This is an optimization exercise on Yosys and OpenROAD, whose aim is small area, a short achievable clock period and few clock cycles per item, not a production implementation. The RTL was checked by simulation tests, not by an equivalence proof against the original design.

==> job 9812 <==
// pulse_shape_fir
module pulse_shape_fir #(
    parameter int NTAPS = fir_pkg::NTAPS,
    parameter int DW    = fir_pkg::DW,
    parameter int ACCW  = fir_pkg::ACCW
) (
    input  logic                    clk,
    input  logic                    reset_n,
    input  logic [DW-1:0]           sample_in,
    input  logic                    sample_valid,
    output logic                    ready,
    output logic [fir_pkg::CAW-1:0] coef_addr,
    input  logic [DW-1:0]           coef_in,
    output logic [DW-1:0]           y_out,
    output logic                    y_valid,
    output logic                    sample_drop
);
clock: 12.5 ns
lec_check: 0
cap_margin: 20
core_margin: 2
core_utilization: 40
place_density: 0.6
slew_margin: 20
run.sh (not shown) runs the stock make flow with config.mk's settings and CLKGATE_MAP_FILE= SYNTH_SCRIPT=/design/flow/synth_recipe.tcl, a recipe that flattens the netlist after the stock synthesis.
==> job 2443 (differences from job 9812) <==
--- a/flow/design.v
+++ b/flow/design.v
@@ -32,23 +32,24 @@
     end
     for (genvar i = 0; i < DEPTH; i++) begin : g_tap
         assign taps[i*DW +: DW] = mem_q[i];
     end
 endmodule
 module fir_lane (
     input  logic              clk,
     input  logic [15:0]       x,
-    input  logic [7:0]        one,
-    input  logic [7:0]        two,
-    input  logic [7:0]        neg,
+    input  logic [7:0]        one_d,
+    input  logic [7:0]        two_d,
+    input  logic [7:0]        neg_d,
     input  logic              clr,
     output logic [37:0]       acc_s,
     output logic [37:0]       acc_c
 );
+    logic [7:0] one, two, neg;    
     logic [37:0] sa, ca;
     logic [37:0] s_d, c_d;
     logic [16:0] xe, xe1;
     logic [16:0] pp0;
     logic [16:0] pp1;
     logic [16:0] pp2;
     logic [16:0] pp3;
     logic [16:0] pp4;
@@ -496,16 +497,19 @@
     assign c_d[34] = w339;
     assign s_d[35] = w342;
     assign c_d[35] = w341;
     assign s_d[36] = w344;
     assign c_d[36] = w343;
     assign s_d[37] = w346;
     assign c_d[37] = w345;
     always_ff @(posedge clk) begin
+        one   <= one_d;
+        two   <= two_d;
+        neg   <= neg_d;
         acc_s <= s_d;
         acc_c <= c_d;
     end
 endmodule
 import fir_pkg::*;
 module pulse_shape_fir #(
     parameter int NTAPS = fir_pkg::NTAPS,
     parameter int DW    = fir_pkg::DW,
@@ -529,16 +533,17 @@
     logic [6:0]       k_q, k_d;        
     logic             win_q, win_d;    
     logic             open_q, open_d;  
     logic             ready_q, ready_d;
     logic             fw_q, fw_d;      
     logic [6:0]       n_q, n_d;        
     logic [5:0]       m_q, m_d;        
     logic             drop_q;
+    logic             boot_q;          
     logic             slot_q, slot_d;  
     logic             stv_q, stv_d;    
     logic [DW-1:0]    stg_q;
     logic             acc, ins, start, zero_fb;
     logic [6:0]       rn;
     logic [DW-1:0]    ring_in;
     assign acc     = ready_q & sample_valid;
     assign ins     = slot_q & (stv_q | sample_valid);
@@ -558,41 +563,50 @@
             m_d = m_q + 6'd1;
             if (!n_q[6]) n_d = n_q + 7'd1;
         end
         if (slot_q & ~ins) open_d = 1'b0;
         if (win_q) begin
             if (k_q == 7'd0) win_d = 1'b0;
             else             k_d   = k_q - 7'd1;
         end
-        if (start) begin
+        if (boot_q) begin
+            r_d    = 6'd0;
+            k_d    = 7'(M);
+            win_d  = 1'b1;
+            open_d = 1'b1;
+            m_d    = 6'd0;
+            fw_d   = 1'b1;
+        end else if (start) begin
             k_d    = 7'd64;
             win_d  = 1'b1;
             open_d = 1'b1;
             m_d    = 6'd0;
             fw_d   = (n_q == 7'd0);
         end
         slot_d  = win_d & open_d & (k_d != 7'd0) & (k_d <= 7'(M));
         stv_d   = ins ? (stv_q & acc) : (stv_q | acc);
         ready_d = ~stv_d | slot_d;
     end
     always_ff @(posedge clk or negedge reset_n) begin
         if (!reset_n) begin
+            boot_q  <= 1'b1;
             r_q     <= '0;
-            k_q     <= 7'(M);
-            win_q   <= 1'b1;
-            open_q  <= 1'b1;
-            slot_q  <= 1'b1;
+            k_q     <= '0;
+            win_q   <= 1'b0;
+            open_q  <= 1'b0;
+            slot_q  <= 1'b0;
             stv_q   <= 1'b0;
-            ready_q <= 1'b1;
+            ready_q <= 1'b0;
             fw_q    <= 1'b1;
             n_q     <= '0;
             m_q     <= '0;
             drop_q  <= 1'b0;
         end else begin
+            boot_q  <= 1'b0;
             r_q     <= r_d;
             k_q     <= k_d;
             win_q   <= win_d;
             open_q  <= open_d;
             slot_q  <= slot_d;
             stv_q   <= stv_d;
             ready_q <= ready_d;
             fw_q    <= fw_d;
@@ -644,28 +658,22 @@
         coef_q <= coef_in;
         k1_q   <= k_q;
         fw1_q  <= fw_q;
         clr_q  <= clr_d;
     end
     logic [ACCW-1:0] acc_s [M];
     logic [ACCW-1:0] acc_c [M];
     for (genvar j = 0; j < M; j++) begin : g_lane
-        logic [7:0] one_q, two_q, neg_q;
-        always_ff @(posedge clk) begin
-            one_q <= one_d;
-            two_q <= two_d;
-            neg_q <= neg_d;
-        end
         fir_lane u_lane (
             .clk   (clk),
             .x     (taps[(M+1-j)*DW +: DW]),
-            .one   (one_q),
-            .two   (two_q),
-            .neg   (neg_q),
+            .one_d (one_d),
+            .two_d (two_d),
+            .neg_d (neg_d),
             .clr   (clr_q[j]),
             .acc_s (acc_s[j]),
             .acc_c (acc_c[j])
         );
     end
     logic          p1_q, p2_q;
     logic [M-1:0]  rsel_q;
     logic [5:0]    mrd_q;
@@ -674,16 +682,18 @@
     logic          rv_q;
     logic [ACCW-1:0] rs_q, rc_q, rs_d, rc_d;
     logic [KH-1:0] cn_q, cn_d;
     logic [ACCW-1:0] cst, tot;
     logic [ACCW-1:0] t_s, t_c;
     logic [ACCW-FRAC-1:0] rnd;
     logic [DW-1:0] y_q, y_d;
     logic          yv_q;
+    logic          rv2_q;
+    logic [ACCW-FRAC-1:0] rnd_q;
     always_comb begin
         rs_d = '0;
         rc_d = '0;
         for (int j = 0; j < M; j++) begin
             rs_d = rs_d | (acc_s[j] & {ACCW{rsel_q[j]}});
             rc_d = rc_d | (acc_c[j] & {ACCW{rsel_q[j]}});
             rvm[j] = rsel_q[j] & (6'(j) < mrd_q);
         end
@@ -691,41 +701,44 @@
         else           cn_d = cn_q + (fwr_q ? KH'(KBIAS * 2) : KBIAS);
     end
     always_ff @(posedge clk or negedge reset_n) begin
         if (!reset_n) begin
             p1_q   <= 1'b0;
             p2_q   <= 1'b0;
             rsel_q <= '0;
             rv_q   <= 1'b0;
+            rv2_q  <= 1'b0;
             yv_q   <= 1'b0;
             y_q    <= '0;
         end else begin
             p1_q   <= win_q & (k_q == 7'd0);
             p2_q   <= p1_q;
             rsel_q <= {rsel_q[M-2:0], p2_q};
             rv_q   <= |rvm;
-            yv_q   <= rv_q;
-            if (rv_q) y_q <= y_d;
+            rv2_q  <= rv_q;
+            yv_q   <= rv2_q;
+            if (rv2_q) y_q <= y_d;
         end
     end
     always_ff @(posedge clk) begin
         if (win_q & (k_q == 7'd0)) begin
             mrd_q <= m_q;
             fwr_q <= fw_q;
         end
         rs_q <= rs_d;
         rc_q <= rc_d;
         cn_q <= cn_d;
+        rnd_q <= tot[ACCW-1:FRAC];
     end
     assign cst = {cn_q, 16'h1000};
     assign t_s = rs_q ^ rc_q ^ cst;
     assign t_c = {(rs_q[ACCW-2:0] & rc_q[ACCW-2:0]) | (rs_q[ACCW-2:0] & cst[ACCW-2:0]) | (rc_q[ACCW-2:0] & cst[ACCW-2:0]), 1'b0};
     assign tot = t_s + t_c;
-    assign rnd = tot[ACCW-1:FRAC];
+    assign rnd = rnd_q;
     always_comb begin
         if (!rnd[ACCW-FRAC-1] && (|rnd[ACCW-FRAC-2:DW-1]))      y_d = {1'b0, {(DW-1){1'b1}}};
         else if (rnd[ACCW-FRAC-1] && !(&rnd[ACCW-FRAC-2:DW-1])) y_d = {1'b1, {(DW-1){1'b0}}};
         else                                                    y_d = rnd[DW-1:0];
     end
     assign y_out   = y_q;
     assign y_valid = yv_q;
 endmodule
==> flow/flow/run.sh (new file) <==
#!/bin/bash
set -uo pipefail
source flow/knobs.sh
sed 's/yosys synth -nofsm -noshare/yosys synth -nofsm -noshare -noabc/' synth_recipe.tcl > my_synth.tcl
bash standard.sh SYNTH_SCRIPT=$PWD/my_synth.tcl SETUP_SLACK_MARGIN=$REPAIR_MARGIN_NS TNS_END_PERCENT=$TNS_PCT \
  MATCH_CELL_FOOTPRINT=0 "BUFFER_PORTS_ARGS=-buffer_cell $PORT_BUF" finish > flow_make.log 2>&1
rc=$?
tail -30 flow_make.log
exit $rc
==> flow/flow/knobs.sh (new file) <==
REPAIR_MARGIN_NS=8.5
TNS_PCT=30
PORT_BUF=sky130_fd_sc_hd__buf_4
==> flow/standard.sh (new file) <==
#!/bin/bash
# synth_recipe.tcl (not shown) runs the flow's synth.tcl, then flattens the netlist and writes it again
# the make line also repeats each setting of config.mk as NAME=value (left out here)
make -C /OpenROAD-flow-scripts/flow DESIGN_CONFIG=/design/flow/config.mk WORK_HOME=/design/flow/orfs CLKGATE_MAP_FILE= SYNTH_SCRIPT=/design/flow/synth_recipe.tcl "${@:-finish}"
- SYNTH_HIERARCHICAL: default -> 1
removed: flow/run.sh
==> job 3673 (differences from job 9812) <==
--- a/flow/design.v
+++ b/flow/design.v
@@ -32,23 +32,24 @@
     end
     for (genvar i = 0; i < DEPTH; i++) begin : g_tap
         assign taps[i*DW +: DW] = mem_q[i];
     end
 endmodule
 module fir_lane (
     input  logic              clk,
     input  logic [15:0]       x,
-    input  logic [7:0]        one,
-    input  logic [7:0]        two,
-    input  logic [7:0]        neg,
+    input  logic [7:0]        one_d,
+    input  logic [7:0]        two_d,
+    input  logic [7:0]        neg_d,
     input  logic              clr,
     output logic [37:0]       acc_s,
     output logic [37:0]       acc_c
 );
+    logic [7:0] one, two, neg;    
     logic [37:0] sa, ca;
     logic [37:0] s_d, c_d;
     logic [16:0] xe, xe1;
     logic [16:0] pp0;
     logic [16:0] pp1;
     logic [16:0] pp2;
     logic [16:0] pp3;
     logic [16:0] pp4;
@@ -496,16 +497,19 @@
     assign c_d[34] = w339;
     assign s_d[35] = w342;
     assign c_d[35] = w341;
     assign s_d[36] = w344;
     assign c_d[36] = w343;
     assign s_d[37] = w346;
     assign c_d[37] = w345;
     always_ff @(posedge clk) begin
+        one   <= one_d;
+        two   <= two_d;
+        neg   <= neg_d;
         acc_s <= s_d;
         acc_c <= c_d;
     end
 endmodule
 import fir_pkg::*;
 module pulse_shape_fir #(
     parameter int NTAPS = fir_pkg::NTAPS,
     parameter int DW    = fir_pkg::DW,
@@ -529,16 +533,17 @@
     logic [6:0]       k_q, k_d;        
     logic             win_q, win_d;    
     logic             open_q, open_d;  
     logic             ready_q, ready_d;
     logic             fw_q, fw_d;      
     logic [6:0]       n_q, n_d;        
     logic [5:0]       m_q, m_d;        
     logic             drop_q;
+    logic             boot_q;          
     logic             slot_q, slot_d;  
     logic             stv_q, stv_d;    
     logic [DW-1:0]    stg_q;
     logic             acc, ins, start, zero_fb;
     logic [6:0]       rn;
     logic [DW-1:0]    ring_in;
     assign acc     = ready_q & sample_valid;
     assign ins     = slot_q & (stv_q | sample_valid);
@@ -558,41 +563,50 @@
             m_d = m_q + 6'd1;
             if (!n_q[6]) n_d = n_q + 7'd1;
         end
         if (slot_q & ~ins) open_d = 1'b0;
         if (win_q) begin
             if (k_q == 7'd0) win_d = 1'b0;
             else             k_d   = k_q - 7'd1;
         end
-        if (start) begin
+        if (boot_q) begin
+            r_d    = 6'd0;
+            k_d    = 7'(M);
+            win_d  = 1'b1;
+            open_d = 1'b1;
+            m_d    = 6'd0;
+            fw_d   = 1'b1;
+        end else if (start) begin
             k_d    = 7'd64;
             win_d  = 1'b1;
             open_d = 1'b1;
             m_d    = 6'd0;
             fw_d   = (n_q == 7'd0);
         end
         slot_d  = win_d & open_d & (k_d != 7'd0) & (k_d <= 7'(M));
         stv_d   = ins ? (stv_q & acc) : (stv_q | acc);
         ready_d = ~stv_d | slot_d;
     end
     always_ff @(posedge clk or negedge reset_n) begin
         if (!reset_n) begin
+            boot_q  <= 1'b1;
             r_q     <= '0;
-            k_q     <= 7'(M);
-            win_q   <= 1'b1;
-            open_q  <= 1'b1;
-            slot_q  <= 1'b1;
+            k_q     <= '0;
+            win_q   <= 1'b0;
+            open_q  <= 1'b0;
+            slot_q  <= 1'b0;
             stv_q   <= 1'b0;
-            ready_q <= 1'b1;
+            ready_q <= 1'b0;
             fw_q    <= 1'b1;
             n_q     <= '0;
             m_q     <= '0;
             drop_q  <= 1'b0;
         end else begin
+            boot_q  <= 1'b0;
             r_q     <= r_d;
             k_q     <= k_d;
             win_q   <= win_d;
             open_q  <= open_d;
             slot_q  <= slot_d;
             stv_q   <= stv_d;
             ready_q <= ready_d;
             fw_q    <= fw_d;
@@ -644,28 +658,22 @@
         coef_q <= coef_in;
         k1_q   <= k_q;
         fw1_q  <= fw_q;
         clr_q  <= clr_d;
     end
     logic [ACCW-1:0] acc_s [M];
     logic [ACCW-1:0] acc_c [M];
     for (genvar j = 0; j < M; j++) begin : g_lane
-        logic [7:0] one_q, two_q, neg_q;
-        always_ff @(posedge clk) begin
-            one_q <= one_d;
-            two_q <= two_d;
-            neg_q <= neg_d;
-        end
         fir_lane u_lane (
             .clk   (clk),
             .x     (taps[(M+1-j)*DW +: DW]),
-            .one   (one_q),
-            .two   (two_q),
-            .neg   (neg_q),
+            .one_d (one_d),
+            .two_d (two_d),
+            .neg_d (neg_d),
             .clr   (clr_q[j]),
             .acc_s (acc_s[j]),
             .acc_c (acc_c[j])
         );
     end
     logic          p1_q, p2_q;
     logic [M-1:0]  rsel_q;
     logic [5:0]    mrd_q;
@@ -674,16 +682,18 @@
     logic          rv_q;
     logic [ACCW-1:0] rs_q, rc_q, rs_d, rc_d;
     logic [KH-1:0] cn_q, cn_d;
     logic [ACCW-1:0] cst, tot;
     logic [ACCW-1:0] t_s, t_c;
     logic [ACCW-FRAC-1:0] rnd;
     logic [DW-1:0] y_q, y_d;
     logic          yv_q;
+    logic          rv2_q;
+    logic [ACCW-FRAC-1:0] rnd_q;
     always_comb begin
         rs_d = '0;
         rc_d = '0;
         for (int j = 0; j < M; j++) begin
             rs_d = rs_d | (acc_s[j] & {ACCW{rsel_q[j]}});
             rc_d = rc_d | (acc_c[j] & {ACCW{rsel_q[j]}});
             rvm[j] = rsel_q[j] & (6'(j) < mrd_q);
         end
@@ -691,41 +701,44 @@
         else           cn_d = cn_q + (fwr_q ? KH'(KBIAS * 2) : KBIAS);
     end
     always_ff @(posedge clk or negedge reset_n) begin
         if (!reset_n) begin
             p1_q   <= 1'b0;
             p2_q   <= 1'b0;
             rsel_q <= '0;
             rv_q   <= 1'b0;
+            rv2_q  <= 1'b0;
             yv_q   <= 1'b0;
             y_q    <= '0;
         end else begin
             p1_q   <= win_q & (k_q == 7'd0);
             p2_q   <= p1_q;
             rsel_q <= {rsel_q[M-2:0], p2_q};
             rv_q   <= |rvm;
-            yv_q   <= rv_q;
-            if (rv_q) y_q <= y_d;
+            rv2_q  <= rv_q;
+            yv_q   <= rv2_q;
+            if (rv2_q) y_q <= y_d;
         end
     end
     always_ff @(posedge clk) begin
         if (win_q & (k_q == 7'd0)) begin
             mrd_q <= m_q;
             fwr_q <= fw_q;
         end
         rs_q <= rs_d;
         rc_q <= rc_d;
         cn_q <= cn_d;
+        rnd_q <= tot[ACCW-1:FRAC];
     end
     assign cst = {cn_q, 16'h1000};
     assign t_s = rs_q ^ rc_q ^ cst;
     assign t_c = {(rs_q[ACCW-2:0] & rc_q[ACCW-2:0]) | (rs_q[ACCW-2:0] & cst[ACCW-2:0]) | (rc_q[ACCW-2:0] & cst[ACCW-2:0]), 1'b0};
     assign tot = t_s + t_c;
-    assign rnd = tot[ACCW-1:FRAC];
+    assign rnd = rnd_q;
     always_comb begin
         if (!rnd[ACCW-FRAC-1] && (|rnd[ACCW-FRAC-2:DW-1]))      y_d = {1'b0, {(DW-1){1'b1}}};
         else if (rnd[ACCW-FRAC-1] && !(&rnd[ACCW-FRAC-2:DW-1])) y_d = {1'b1, {(DW-1){1'b0}}};
         else                                                    y_d = rnd[DW-1:0];
     end
     assign y_out   = y_q;
     assign y_valid = yv_q;
 endmodule
==> flow/flow/run.sh (new file) <==
#!/bin/bash
set -uo pipefail
source flow/knobs.sh
sed 's/yosys synth -nofsm -noshare/yosys synth -nofsm -noshare -noabc/' synth_recipe.tcl > my_synth.tcl
bash standard.sh SYNTH_SCRIPT=$PWD/my_synth.tcl SETUP_SLACK_MARGIN=$REPAIR_MARGIN_NS TNS_END_PERCENT=$TNS_PCT \
  MATCH_CELL_FOOTPRINT=0 MAX_REPAIR_ANTENNAS_ITER_DRT=$ANT_ITERS MAX_REPAIR_ANTENNAS_ITER_GRT=$ANT_ITERS "BUFFER_PORTS_ARGS=-buffer_cell $PORT_BUF" finish > flow_make.log 2>&1
rc=$?
tail -30 flow_make.log
exit $rc
==> flow/flow/knobs.sh (new file) <==
REPAIR_MARGIN_NS=8.5
TNS_PCT=30
PORT_BUF=sky130_fd_sc_hd__buf_4
ANT_ITERS=15
==> flow/standard.sh (new file) <==
#!/bin/bash
# synth_recipe.tcl (not shown) runs the flow's synth.tcl, then flattens the netlist and writes it again
# the make line also repeats each setting of config.mk as NAME=value (left out here)
make -C /OpenROAD-flow-scripts/flow DESIGN_CONFIG=/design/flow/config.mk WORK_HOME=/design/flow/orfs CLKGATE_MAP_FILE= SYNTH_SCRIPT=/design/flow/synth_recipe.tcl "${@:-finish}"
- CORE_UTILIZATION: 40 -> 55
- PLACE_DENSITY: 0.6 -> 0.68
- SYNTH_HIERARCHICAL: default -> 1
removed: flow/run.sh
==> job 9855 (differences from job 9812) <==
--- a/flow/design.v
+++ b/flow/design.v
@@ -32,23 +32,24 @@
     end
     for (genvar i = 0; i < DEPTH; i++) begin : g_tap
         assign taps[i*DW +: DW] = mem_q[i];
     end
 endmodule
 module fir_lane (
     input  logic              clk,
     input  logic [15:0]       x,
-    input  logic [7:0]        one,
-    input  logic [7:0]        two,
-    input  logic [7:0]        neg,
+    input  logic [7:0]        one_d,
+    input  logic [7:0]        two_d,
+    input  logic [7:0]        neg_d,
     input  logic              clr,
     output logic [37:0]       acc_s,
     output logic [37:0]       acc_c
 );
+    logic [7:0] one, two, neg;    
     logic [37:0] sa, ca;
     logic [37:0] s_d, c_d;
     logic [16:0] xe, xe1;
     logic [16:0] pp0;
     logic [16:0] pp1;
     logic [16:0] pp2;
     logic [16:0] pp3;
     logic [16:0] pp4;
@@ -496,16 +497,19 @@
     assign c_d[34] = w339;
     assign s_d[35] = w342;
     assign c_d[35] = w341;
     assign s_d[36] = w344;
     assign c_d[36] = w343;
     assign s_d[37] = w346;
     assign c_d[37] = w345;
     always_ff @(posedge clk) begin
+        one   <= one_d;
+        two   <= two_d;
+        neg   <= neg_d;
         acc_s <= s_d;
         acc_c <= c_d;
     end
 endmodule
 import fir_pkg::*;
 module pulse_shape_fir #(
     parameter int NTAPS = fir_pkg::NTAPS,
     parameter int DW    = fir_pkg::DW,
@@ -644,28 +648,22 @@
         coef_q <= coef_in;
         k1_q   <= k_q;
         fw1_q  <= fw_q;
         clr_q  <= clr_d;
     end
     logic [ACCW-1:0] acc_s [M];
     logic [ACCW-1:0] acc_c [M];
     for (genvar j = 0; j < M; j++) begin : g_lane
-        logic [7:0] one_q, two_q, neg_q;
-        always_ff @(posedge clk) begin
-            one_q <= one_d;
-            two_q <= two_d;
-            neg_q <= neg_d;
-        end
         fir_lane u_lane (
             .clk   (clk),
             .x     (taps[(M+1-j)*DW +: DW]),
-            .one   (one_q),
-            .two   (two_q),
-            .neg   (neg_q),
+            .one_d (one_d),
+            .two_d (two_d),
+            .neg_d (neg_d),
             .clr   (clr_q[j]),
             .acc_s (acc_s[j]),
             .acc_c (acc_c[j])
         );
     end
     logic          p1_q, p2_q;
     logic [M-1:0]  rsel_q;
     logic [5:0]    mrd_q;
==> flow/flow/run.sh (new file) <==
#!/bin/bash
set -uo pipefail
source flow/knobs.sh
sed 's/yosys synth -nofsm -noshare/yosys synth -nofsm -noshare -noabc/' synth_recipe.tcl > my_synth.tcl
bash standard.sh SYNTH_SCRIPT=$PWD/my_synth.tcl SETUP_SLACK_MARGIN=$REPAIR_MARGIN_NS TNS_END_PERCENT=$TNS_PCT finish > flow_make.log 2>&1
rc=$?
tail -30 flow_make.log
exit $rc
==> flow/flow/knobs.sh (new file) <==
REPAIR_MARGIN_NS=8.0
TNS_PCT=20
==> flow/standard.sh (new file) <==
#!/bin/bash
# synth_recipe.tcl (not shown) runs the flow's synth.tcl, then flattens the netlist and writes it again
# the make line also repeats each setting of config.mk as NAME=value (left out here)
make -C /OpenROAD-flow-scripts/flow DESIGN_CONFIG=/design/flow/config.mk WORK_HOME=/design/flow/orfs CLKGATE_MAP_FILE= SYNTH_SCRIPT=/design/flow/synth_recipe.tcl "${@:-finish}"
- SYNTH_HIERARCHICAL: default -> 1
removed: flow/run.sh
==> qor summary <==
                                                                                             job 9812                    job 2443                 job 3673                    job 9855
Run status                                                                    complete, no violations  complete, but fails checks  complete, no violations  complete, but fails checks
Violated checks                                                                                     -          antenna violations                        -          antenna violations
Multi-input logic cell count                                                                     7507                        7473                     7473                        7475
Overall routing resource usage                                                                  28.2%                       28.7%                    39.9%                       29.0%
Setup Fix Bufs, Post-CTS                                                                            0                           4                        0                           0
Routed met2 length                                                                             209 mm                      219 mm                   217 mm                      220 mm
Sequential share of the synthesized area                                                        32.2%                       35.7%                    35.7%                       35.5%
CTS-repair resized insts                                                                            0                          11                        5                           1
Average via count per standard cell                                                              5.59                        5.79                     6.38                        5.83
Area share of the largest cell type after synthesis                                             30.5%                       34.0%                    34.0%                       33.8%
Relative area of non-clock buffer cells in the final design                                     2.04%                       1.62%                    1.52%                       1.79%
Net total in the final layout                                                                   14883                       12800                    12780                       12777
Final critical delay including setup and external delays                                      5640 ps                     4010 ps                  4070 ps                     4490 ps
Total area of multi-input combinational cells                                              80100 um^2                  81800 um^2               81800 um^2                  81900 um^2
Total of warnings raised by yosys                                                                   6                          12                       12                          12
Number of cells in the finished layout apart from fillers                                       17457                       15510                    14240                       15495
Layout buffer count excluding clock buffers                                                       365                         310                      293                         333
Largest net degree at the start of global routing                                                 139                          78                       76                          76
Fraction of layout cells with a size suffix above 1                                             6.42%                       11.4%                    11.1%                       11.2%
Startpoint of the worst setup timing path                                          g_lane[0].one_q[3]                      k_q[6]                   k_q[5]                      k_q[3]
Average wire per standard cell                                                                28.3 um                     33.2 um                  36.4 um                     33.5 um
Final period utilization                                                                        45.1%                       32.0%                    32.6%                       35.9%
Final clock skew                                                                               133 ps                     83.7 ps                  76.1 ps                     91.9 ps
Via count of the first global-routing pass                                                     100746                       93774                    93114                       92233
Number of design-rule violations left by the first detailed-router iteration                    11172                       10172                    11407                       10523
Core region area                                                                          343000 um^2                 349000 um^2              254000 um^2                 349000 um^2
Count of unique library cells instantiated by Yosys                                                90                          82                       82                          78
Testbench counts of job 9812, summed over its fixed seeds: cycles 5,704, items 960.
Testbench counts of job 2443, summed over its fixed seeds: cycles 5,720, items 960.
Testbench counts of job 3673, summed over its fixed seeds: cycles 5,720, items 960.
Testbench counts of job 9855, summed over its fixed seeds: cycles 5,704, items 960.

-- static timing again, ports no longer ideal --
Ports are ideal in the flow. The routed layouts listed here were re-timed in OpenROAD. Step 1 sets driving cells, clkbuf_16 on the clock port and buf_2 on the other inputs (assumed; they add their load-dependent delay and slew). Step 2 times the ports against the registers' clock, not the clock port: input delays grow and output delays shrink by t, the midpoint of the rising clock arrivals with the driver on. Three values: ideal ports, drivers, drivers and shift; two values: the first two.
run	t (ns)	slack for setup (ns)	cell pins on the clock port's net
job 9812	1.042	6.857 / 6.857 / 6.857	1
job 2443	1.014	8.495 / 8.401 / 7.792	1
job 3673	0.963	8.429 / 8.322 / 7.903	1
job 9855	1.033	8.010 / 7.901 / 7.167	1
For job 9855, which loses most, drivers alone change the setup slack by -0.109 ns; drivers and shift together by -0.843 ns.
